Background: an optimization exercise with open tools, aiming at small area, a short achievable clock period and few clock cycles per item. Do not read the settings as production practice. Function was checked by simulation only, so behaviour that the tests miss may differ from the original. No activity file was given, so power comes from the tool's default toggle rates.

==> flow/design.v <==
`default_nettype none
package rmdu_pkg;
   localparam int VW    = 32;
   localparam int CNT_W = $clog2(VW);
   localparam logic [VW-1:0] POS_MAX = {1'b0, {(VW-1){1'b1}}};
   localparam logic [VW-1:0] NEG_MAX = {1'b1, {(VW-1){1'b0}}};
   localparam logic [1:0] OP_NORM = 2'd0;
   localparam logic [1:0] OP_MUL  = 2'd1;
   localparam logic [1:0] OP_DIV  = 2'd2;
   localparam logic [1:0] ST_OK       = 2'd0;
   localparam logic [1:0] ST_ZERO_DEN = 2'd1;
   localparam logic [1:0] ST_DIV_ZERO = 2'd2;
   localparam logic [1:0] ST_OVERFLOW = 2'd3;
   typedef struct packed {
      logic          start;
      logic          mul;
      logic [VW-1:0] a;
      logic [VW-1:0] b;
   } arith_cmd_type;
   typedef struct packed {
      logic          done;
      logic [VW-1:0] hi;
      logic [VW-1:0] lo;
   } arith_rsp_type;
endpackage
`default_nettype wire
`default_nettype none
import rmdu_pkg::*;
module rmdu_arith
(
   input  wire logic          clock,
   input  wire logic          reset,
   input  rmdu_pkg::arith_cmd_type cmd,
   output rmdu_pkg::arith_rsp_type rsp
);
   logic             run_ff, run_in;
   logic             done_ff, done_in;
   logic             mul_ff, mul_in;
   logic [CNT_W-1:0] cnt_ff, cnt_in;
   logic [VW:0]      hi_ff, hi_in;
   logic [VW-1:0]    lo_ff, lo_in;
   logic [VW-1:0]    b_ff, b_in;
   logic [VW:0]      sum;
   logic [VW:0]      trial;
   logic             ge;
   always_comb begin
      run_in  = run_ff;
      done_in = 1'b0;
      mul_in  = mul_ff;
      cnt_in  = cnt_ff;
      hi_in   = hi_ff;
      lo_in   = lo_ff;
      b_in    = b_ff;
      sum     = hi_ff + (lo_ff[0] ? {1'b0, b_ff} : '0);
      trial   = {hi_ff[VW-1:0], lo_ff[VW-1]};
      ge      = trial >= {1'b0, b_ff};
      if (cmd.start) begin
         run_in = 1'b1;
         mul_in = cmd.mul;
         cnt_in = '0;
         hi_in  = '0;
         lo_in  = cmd.a;
         b_in   = cmd.b;
      end else if (run_ff) begin
         if (mul_ff) begin
            hi_in = {1'b0, sum[VW:1]};
            lo_in = {sum[0], lo_ff[VW-1:1]};
         end else begin
            hi_in = ge ? (trial - {1'b0, b_ff}) : trial;
            lo_in = {lo_ff[VW-2:0], ge};
         end
         cnt_in = cnt_ff + 1'b1;
         if (cnt_ff == CNT_W'(VW-1)) begin
            run_in  = 1'b0;
            done_in = 1'b1;
         end
      end
   end
   always_ff @(posedge clock) begin
      if (reset) begin
         run_ff  <= 1'b0;
         done_ff <= 1'b0;
      end else begin
         run_ff  <= run_in;
         done_ff <= done_in;
      end
      mul_ff <= mul_in;
      cnt_ff <= cnt_in;
      hi_ff  <= hi_in;
      lo_ff  <= lo_in;
      b_ff   <= b_in;
   end
   assign rsp.done = done_ff;
   assign rsp.hi   = hi_ff[VW-1:0];
   assign rsp.lo   = lo_ff;
endmodule
`default_nettype wire
`default_nettype none
import rmdu_pkg::*;
module rational_multiply_divide_unit
(
   input  wire logic        clock,
   input  wire logic        reset,
   input  wire logic        start,
   output logic             busy,
   input  wire logic [1:0]  req_operation,
   input  wire logic [31:0] req_first_num,
   input  wire logic [31:0] req_first_den,
   input  wire logic [31:0] req_second_num,
   input  wire logic [31:0] req_second_den,
   output logic             rsp_valid,
   output logic [31:0]      rsp_result_num,
   output logic [30:0]      rsp_result_den,
   output logic [1:0]       rsp_status
);
   typedef enum logic [3:0] {
      S_IDLE, S_CHECK, S_RED, S_GCD, S_GCDW, S_DIVN, S_DIVD, S_RCHK,
      S_NEXT, S_MULN, S_MULNW, S_MULDW
   } state_type;
   typedef enum logic [1:0] {P_FIRST, P_SECOND, P_PROD} phase_type;
   state_type     state_ff, state_in;
   phase_type     phase_ff, phase_in;
   logic          busy_ff, busy_in;
   logic          valid_ff, valid_in;
   logic [31:0]   rnum_ff, rnum_in;
   logic [30:0]   rden_ff, rden_in;
   logic [1:0]    status_ff, status_in;
   logic [1:0]    op_ff, op_in;
   logic [VW-1:0] an_ff, an_in, ad_ff, ad_in, bn_ff, bn_in, bd_ff, bd_in;
   logic          aneg_ff, aneg_in, bneg_ff, bneg_in;
   logic [VW-1:0] xn_ff, xn_in, xd_ff, xd_in;
   logic          xneg_ff, xneg_in;
   logic [VW-1:0] ga_ff, ga_in, gb_ff, gb_in;
   rmdu_pkg::arith_cmd_type cmd_ff, cmd_in;
   rmdu_pkg::arith_rsp_type arsp;
   logic [VW-1:0] f1n, f1d, f2n, f2d;
   logic [VW-1:0] m1n, m1d, m2n, m2d;
   logic [VW-1:0] nlim;
   logic [2*VW-1:0] prod;
   logic          pneg;
   logic          is_md;
   rmdu_arith u_arith (
      .clock (clock),
      .reset (reset),
      .cmd   (cmd_ff),
      .rsp   (arsp)
   );
   assign f1n  = req_first_num[VW-1:0];
   assign f1d  = req_first_den[VW-1:0];
   assign f2n  = req_second_num[VW-1:0];
   assign f2d  = req_second_den[VW-1:0];
   assign m1n  = f1n[VW-1] ? (~f1n + 1'b1) : f1n;
   assign m1d  = f1d[VW-1] ? (~f1d + 1'b1) : f1d;
   assign m2n  = f2n[VW-1] ? (~f2n + 1'b1) : f2n;
   assign m2d  = f2d[VW-1] ? (~f2d + 1'b1) : f2d;
   assign nlim = xneg_ff ? NEG_MAX : POS_MAX;
   assign prod = {arsp.hi, arsp.lo};
   assign pneg = aneg_ff ^ bneg_ff;
   assign is_md = (op_ff == OP_MUL) || (op_ff == OP_DIV);
   always_comb begin
      state_in  = state_ff;
      phase_in  = phase_ff;
      busy_in   = busy_ff;
      valid_in  = 1'b0;
      rnum_in   = rnum_ff;
      rden_in   = rden_ff;
      status_in = status_ff;
      op_in     = op_ff;
      an_in     = an_ff;
      ad_in     = ad_ff;
      aneg_in   = aneg_ff;
      bn_in     = bn_ff;
      bd_in     = bd_ff;
      bneg_in   = bneg_ff;
      xn_in     = xn_ff;
      xd_in     = xd_ff;
      xneg_in   = xneg_ff;
      ga_in     = ga_ff;
      gb_in     = gb_ff;
      cmd_in    = '0;
      case (state_ff)
         S_IDLE: begin
            if (start) begin
               busy_in  = 1'b1;
               op_in    = req_operation;
               an_in    = m1n;
               ad_in    = m1d;
               aneg_in  = f1n[VW-1] ^ f1d[VW-1];
               bn_in    = m2n;
               bd_in    = m2d;
               bneg_in  = f2n[VW-1] ^ f2d[VW-1];
               state_in = S_CHECK;
            end
         end
         S_CHECK: begin
            if (ad_ff == '0 || (is_md && bd_ff == '0)) begin
               status_in = ST_ZERO_DEN;
               state_in  = S_IDLE;
            end else begin
               xn_in    = an_ff;
               xd_in    = ad_ff;
               xneg_in  = aneg_ff;
               phase_in = P_FIRST;
               state_in = S_RED;
            end
         end
         S_RED: begin
            if (xn_ff == '0) begin
               xd_in    = VW'(1);
               xneg_in  = 1'b0;
               state_in = S_NEXT;
            end else begin
               ga_in    = xn_ff;
               gb_in    = xd_ff;
               state_in = S_GCD;
            end
         end
         S_GCD: begin
            cmd_in.start = 1'b1;
            if (gb_ff == '0) begin
               cmd_in.a = xn_ff;
               cmd_in.b = ga_ff;
               state_in = S_DIVN;
            end else begin
               cmd_in.a = ga_ff;
               cmd_in.b = gb_ff;
               state_in = S_GCDW;
            end
         end
         S_GCDW: begin
            if (arsp.done) begin
               ga_in    = gb_ff;
               gb_in    = arsp.hi;
               state_in = S_GCD;
            end
         end
         S_DIVN: begin
            if (arsp.done) begin
               xn_in        = arsp.lo;
               cmd_in.start = 1'b1;
               cmd_in.a     = xd_ff;
               cmd_in.b     = ga_ff;
               state_in     = S_DIVD;
            end
         end
         S_DIVD: begin
            if (arsp.done) begin
               xd_in    = arsp.lo;
               state_in = S_RCHK;
            end
         end
         S_RCHK: begin
            if (xd_ff > POS_MAX || xn_ff > nlim) begin
               status_in = ST_OVERFLOW;
               state_in  = S_IDLE;
            end else begin
               state_in = S_NEXT;
            end
         end
         S_NEXT: begin
            case (phase_ff)
               P_FIRST: begin
                  an_in   = xn_ff;
                  ad_in   = xd_ff;
                  aneg_in = xneg_ff;
                  if (!is_md) begin
                     status_in = ST_OK;
                     state_in  = S_IDLE;
                  end else begin
                     xn_in    = bn_ff;
                     xd_in    = bd_ff;
                     xneg_in  = bneg_ff;
                     phase_in = P_SECOND;
                     state_in = S_RED;
                  end
               end
               P_SECOND: begin
                  bneg_in = xneg_ff;
                  if (op_ff == OP_MUL) begin
                     bn_in    = xn_ff;
                     bd_in    = xd_ff;
                     state_in = S_MULN;
                  end else if (xn_ff == '0) begin
                     status_in = ST_DIV_ZERO;
                     state_in  = S_IDLE;
                  end else if (xn_ff > POS_MAX) begin
                     status_in = ST_OVERFLOW;
                     state_in  = S_IDLE;
                  end else begin
                     bn_in    = xd_ff;
                     bd_in    = xn_ff;
                     state_in = S_MULN;
                  end
               end
               default: begin
                  status_in = ST_OK;
                  state_in  = S_IDLE;
               end
            endcase
         end
         S_MULN: begin
            cmd_in.start = 1'b1;
            cmd_in.mul   = 1'b1;
            cmd_in.a     = an_ff;
            cmd_in.b     = bn_ff;
            state_in     = S_MULNW;
         end
         S_MULNW: begin
            if (arsp.done) begin
               if (prod > {{VW{1'b0}}, (pneg ? NEG_MAX : POS_MAX)}) begin
                  status_in = ST_OVERFLOW;
                  state_in  = S_IDLE;
               end else begin
                  xn_in        = arsp.lo;
                  cmd_in.start = 1'b1;
                  cmd_in.mul   = 1'b1;
                  cmd_in.a     = ad_ff;
                  cmd_in.b     = bd_ff;
                  state_in     = S_MULDW;
               end
            end
         end
         S_MULDW: begin
            if (arsp.done) begin
               if (prod > {{VW{1'b0}}, POS_MAX}) begin
                  status_in = ST_OVERFLOW;
                  state_in  = S_IDLE;
               end else begin
                  xd_in    = arsp.lo;
                  xneg_in  = pneg;
                  phase_in = P_PROD;
                  state_in = S_RED;
               end
            end
         end
         default: begin
            state_in = S_IDLE;
         end
      endcase
      if (state_ff != S_IDLE && state_in == S_IDLE) begin
         busy_in  = 1'b0;
         valid_in = 1'b1;
         if (status_in == ST_OK) begin
            rnum_in = 32'(xneg_ff ? (~xn_ff + 1'b1) : xn_ff);
            rden_in = 31'(xd_ff);
         end else begin
            rnum_in = '0;
            rden_in = '0;
         end
      end
   end
   always_ff @(posedge clock) begin
      if (reset) begin
         state_ff  <= S_IDLE;
         phase_ff  <= P_FIRST;
         busy_ff   <= 1'b0;
         valid_ff  <= 1'b0;
         cmd_ff    <= '0;
      end else begin
         state_ff  <= state_in;
         phase_ff  <= phase_in;
         busy_ff   <= busy_in;
         valid_ff  <= valid_in;
         cmd_ff    <= cmd_in;
      end
      rnum_ff   <= rnum_in;
      rden_ff   <= rden_in;
      status_ff <= status_in;
      op_ff     <= op_in;
      an_ff     <= an_in;
      ad_ff     <= ad_in;
      aneg_ff   <= aneg_in;
      bn_ff     <= bn_in;
      bd_ff     <= bd_in;
      bneg_ff   <= bneg_in;
      xn_ff     <= xn_in;
      xd_ff     <= xd_in;
      xneg_ff   <= xneg_in;
      ga_ff     <= ga_in;
      gb_ff     <= gb_in;
   end
   assign busy           = busy_ff;
   assign rsp_valid      = valid_ff;
   assign rsp_result_num = rnum_ff;
   assign rsp_result_den = rden_ff;
   assign rsp_status     = status_ff;
endmodule
`default_nettype wire
==> flow/run.sh <==
#!/bin/bash
# synth_recipe.tcl (not shown) runs the flow's synth.tcl, then flattens the netlist and writes it again
# the make line also repeats each setting of config.mk as NAME=value (left out here)
make -C /OpenROAD-flow-scripts/flow DESIGN_CONFIG=/design/flow/config.mk WORK_HOME=/design/flow/orfs CLKGATE_MAP_FILE= SYNTH_SCRIPT=/design/flow/synth_recipe.tcl finish
==> flow/config.mk <==
export PLATFORM = sky130hd
export DESIGN_NAME = rational_multiply_divide_unit
export DESIGN_NICKNAME = rational_multiply_divide_unit
export VERILOG_FILES = /design/flow/design.v
export SDC_FILE = /design/flow/constraint.sdc
export NUM_CORES = 4
export LEC_CHECK = 0
export CAP_MARGIN = 40
export CORE_MARGIN = 2
export CORE_UTILIZATION = 40
export SLEW_MARGIN = 40
==> flow/constraint.sdc <==
create_clock -name core_clock -period 6.0 [get_ports {clock}]
set_input_delay 1.2000 -clock core_clock [delete_from_list [all_inputs] [get_ports {clock}]]
set_output_delay 1.2000 -clock core_clock [all_outputs]
set_load 0.01 [all_outputs]
==> results by group <==
Global route
  • Total track usage: 26.77%
  • Congestion Overflow GR: 0
  • Initial antenna violation count: 6
  • Vias in the first global route: 24360
  • Largest net degree at the start of global routing: 194
  • First-pass GRT wire length: between 150000 and 200000 µm

Timing
  • Worst slew pin tran: between 1000 and 1500 ps
  • Worst Hold Slack: 399.5 ps
  • Max frequency: approximately 210 MHz
  • RSZ-0062 raised after global routing: no
  • Fin crit period: just under 5000 ps
  • Final Cycle Share: roughly four fifths
  • Endpoints failing setup: 0
  • Final Hold Viols: 0
  • Worst relative slew slack: between 30% and 40%
  • Final Slew Violations: 0
  • Layout Skew: between 30 and 40 ps
  • Setup TNS: 0 ps

Setup path
  • Critical path's largest stage delay: 560 ps
  • Worst Path Max Fanout: 54
  • Worst setup SP type: flip-flop
  • Crit. End Element: flip-flop
  • CP arrival: ~5000 ps
  • Critical path class: flip-flop to flip-flop
  • CP Depth: 12
  • R2R depth: 12
  • Slowest CP cell: edfxtp_1
  • Crit path required time: approximately 6300 ps
  • Buf/Inv on CP: 3
  • Delay-heaviest family, CP: simple AND/OR/NAND/NOR gates
  • Critical-path cell list: inv_1, ha_1, or3b_2, nor3_2, buf_4, nand4_1, a21oi_1, or2_2, nand2_4, or3_1, nor4_4, buf_12

Drt
  • Drt drc: 0
  • Detailed Route WL: approximately 110000 µm
  • Vias: 26390
  • Detailed Routing Iterations Pass 1: 10
  • Average wire per standard cell: around 25 µm
  • Vias per cell: about 6
  • DR iter-0 viols: ~4000
  • Number of nets with antenna violations after routing: 0

Layout
  • Max reg flops: 66
  • Biggest register: cmd_ff
  • Net total in the final layout: between 3000 and 4000
  • Share of layout cells above drive strength 1: under 10%
  • Fill cells: between 7000 and 8000
  • Area Growth Syn to Fin: 15.72%
  • Non-Filler Instances: between 4000 and 5000
  • Largest regs: cmd_ff (66), u_arith.hi_ff (33)

Floorplan
  • Die W: between 200 and 300 µm
  • I/O pins: 200
  • Row count: 102
  • Die Y: ~280 µm
  • Initial Util: between 40% and 50%
  • Core footprint: between 0.07 and 0.08 mm²
  • Die area: 0.07966 mm²

Clock network
  • CTS buffer count: 54
  • Post-CTS Setup Inserts: 0
  • Clock Pin Slew Worst Setup and Hold Paths: about 60 ps
  • CTS H-Tree Depth: 2
  • Root buf cell: clkbuf_16
  • Cts repair resizes: 0
  • CTS sink count: about 500
  • Post-CTS Hold Buffers: 0
  • Clock latency at the later pin of the worst-skew pair: 620 ps
  • CTS tree: done
  • CTS Buffer Depth: 3

Logic synthesis
  • Mapped Area: 0.03097 mm²
  • Synth top area cells: edfxtp_1 38%, dfxtp_1 7.5%, ha_1 4.8%
  • Synthesis Warnings: 2
  • Ys flop type: edfxtp_1
  • Cells after Synth: around 3200
  • Post-synthesis async set-or-reset flop share: 0%
  • FF+latch count, synth: approximately 510
  • Average size of a mapped cell: a little under 10 µm²
  • Register area share after synthesis: between 40% and 50%
  • Cell variety after synth: 84
  • Post-Syn Nets: ~3400
  • Synth top area share: a little under two fifths
  • Largest area contributor in the netlist: edfxtp_1
  • EDFF count, synth: about 400

Power and ir drop
  • Clk network pwr share: 34.0%
  • Pwr Total: between 9000 and 10000 µW
  • Maximum vdd ir drop: 0.0002004 V
  • Switching part of the total: 30.31%
  • Combinational Power Share: about a fifth
  • Reg power frac: a little under half
  • P_sw: roughly 3000 µW
  • Cell-internal power: 6847 µW
  • Cell area power density: between 200 and 300 mW/mm²
  • Leakage: approximately 0.013 µW

Outcome
  • Status: no timing/DRC/antenna violations

Hold path
  • Hold crit path type: flip-flop to flip-flop
  • Hold Path Depth: 0

Placement
  • # placed instances: roughly 4300
  • Post-DP HPWL: just under 80000 µm
  • Port bufs: ~200
  • Gp weighted congestion: 0.9057

Job
  • Total of max-cap violations: 0
[per-layer routing]
layer | vias up | part of all wire, % | track usage (%)
li1 | 12100 | - | -
met1 | 12620 | 42 | 37.29
met5 | - | 0.031 | 0
met2 | 1473 | 44 | 41.11
met4 | 4 | 3.6 | 9.076
met3 | 184 | 11 | 5.856
[path summary, 6_finish.rpt]
check | from | endpoint | slack, ps
max | xn_ff[0]$_DFFE_PP_ | rnum_ff[7]$_SDFFCE_PP0P_ | 1180
min | cmd_ff[22]$_SDFF_PP0_ | u_arith.b_ff[22]$_DFFE_PP_ | 400
max reg2reg | xn_ff[0]$_DFFE_PP_ | rnum_ff[7]$_SDFFCE_PP0P_ | 1180
min reg2reg | cmd_ff[22]$_SDFF_PP0_ | u_arith.b_ff[22]$_DFFE_PP_ | 400
[power groups by stage]
stage                     sequential, µW  combinational, µW  clock (µW)
after floorplan                     4460               1170           0
after global placement              4670               1790           0
after detailed placement            4670               1820           0
after CTS                           4600               1830        3370
after global routing                4640               2020        3500
final                               4630               1850        3340
[area by class of cell]
class | count | area, µm² | area share, %
repair buffers | 259 | 2527 | 7.053
inverters | 111 | 416.7 | 1.163
multi-input cells | 2366 | 15870 | 44.28
clock inverters | 17 | 178.9 | 0.4993
diodes | 1 | 2.502 | 0.006983
clock buffers | 83 | 1530 | 4.270
flip-flops and latches | 505 | 14010 | 39.09
well taps | 1040 | 1301 | 3.631
[logic make-up after synthesis]
kind of cell,share of synthesized area [%]
AND/OR/NAND/NOR,15.20
AO/OA/AOI/OAI,17.95
flip-flops,45.22
buffers and inverters,4.048
XOR/XNOR,5.822
multiplexers,6.788
adder cells (fa/ha/maj),4.978
[layout by cell type, fill, tap and decap left out, types with 32 or more instances in the layout]
| master | count |
|---|---|
| o21ai_0 | 208 |
| buf_4 | 50 |
| mux2_2 | 96 |
| inv_1 | 110 |
| o31ai_1 | 41 |
| nand2_1 | 380 |
| clkdlybuf4s50_1 | 198 |
| nand3_1 | 37 |
| xor2_1 | 112 |
| xnor2_1 | 92 |
| or4_1 | 35 |
| nor4_1 | 47 |
| dfxtp_1 | 113 |
| a22oi_1 | 32 |
| clkbuf_16 | 54 |
| a222oi_1 | 95 |
| ha_1 | 119 |
| a21oi_1 | 250 |
| edfxtp_1 | 389 |
| mux2i_1 | 102 |
| nor2_1 | 238 |
| and2_1 | 41 |
[metrics by stage]
stage	setup WS, ps	instance area, µm²	utilization [%]
after floorplan	54.48	30980	-
after global placement	927.7	34010	44.12
after detailed placement	887.7	34110	44.26
after CTS	1284	35820	46.47
after global routing	1021	35830	46.49
final	1180	35840	46.49
[synthesized netlist by cell type, types with 25 or more instances]
| library cell | count |
|---|---|
| edfxtp_1 | 389 |
| nand2b_1 | 31 |
| and2_1 | 42 |
| o31ai_1 | 44 |
| or4_1 | 35 |
| inv_1 | 110 |
| nor2_1 | 247 |
| ha_1 | 120 |
| a21oi_1 | 251 |
| nand3_1 | 37 |
| nor4_1 | 49 |
| o21ai_0 | 208 |
| a21o_1 | 30 |
| nand4_1 | 30 |
| nand2_1 | 382 |
| clkbuf_1 | 176 |
| nor2b_1 | 28 |
| nor3_1 | 34 |
| a222oi_1 | 95 |
| a22oi_1 | 32 |
| dfxtp_1 | 116 |
| mux2_2 | 96 |
| xnor2_1 | 92 |
| or3_1 | 25 |
| a211oi_1 | 30 |
| xor2_1 | 112 |
| mux2i_1 | 102 |
Testbench counts, summed over its fixed seeds: cycles 3,376,785, items 4,800.

[re-timing with driven ports]
No port has a modelled driver above. Below, the same layout with a new extraction and two added sets of constraints. Step 1, drivers: a clkbuf_16 drives clock and a buf_2 each remaining input, both assumed. Step 2, shift: input delay + t, output delay - t, t = (earliest + latest rising clock arrival at the registers) / 2. This alone moves slack from input paths to output paths. a / b / c = no drivers / after step 1 / after step 2; a / b = the first two.
t (ns): 0.673
slack for setup (ns): 1.180 / 1.180 / 0.921
hold slack, ns: 0.400 / 0.400 / 0.400
latest minus earliest clock arrival (ns): 0.034 / 0.035
worst data-port slew with drivers (ns): 0.08
After both steps this run still meets setup and hold. The setup slack of this run moves by 0.000 ns with the drivers and by -0.259 ns with both steps.
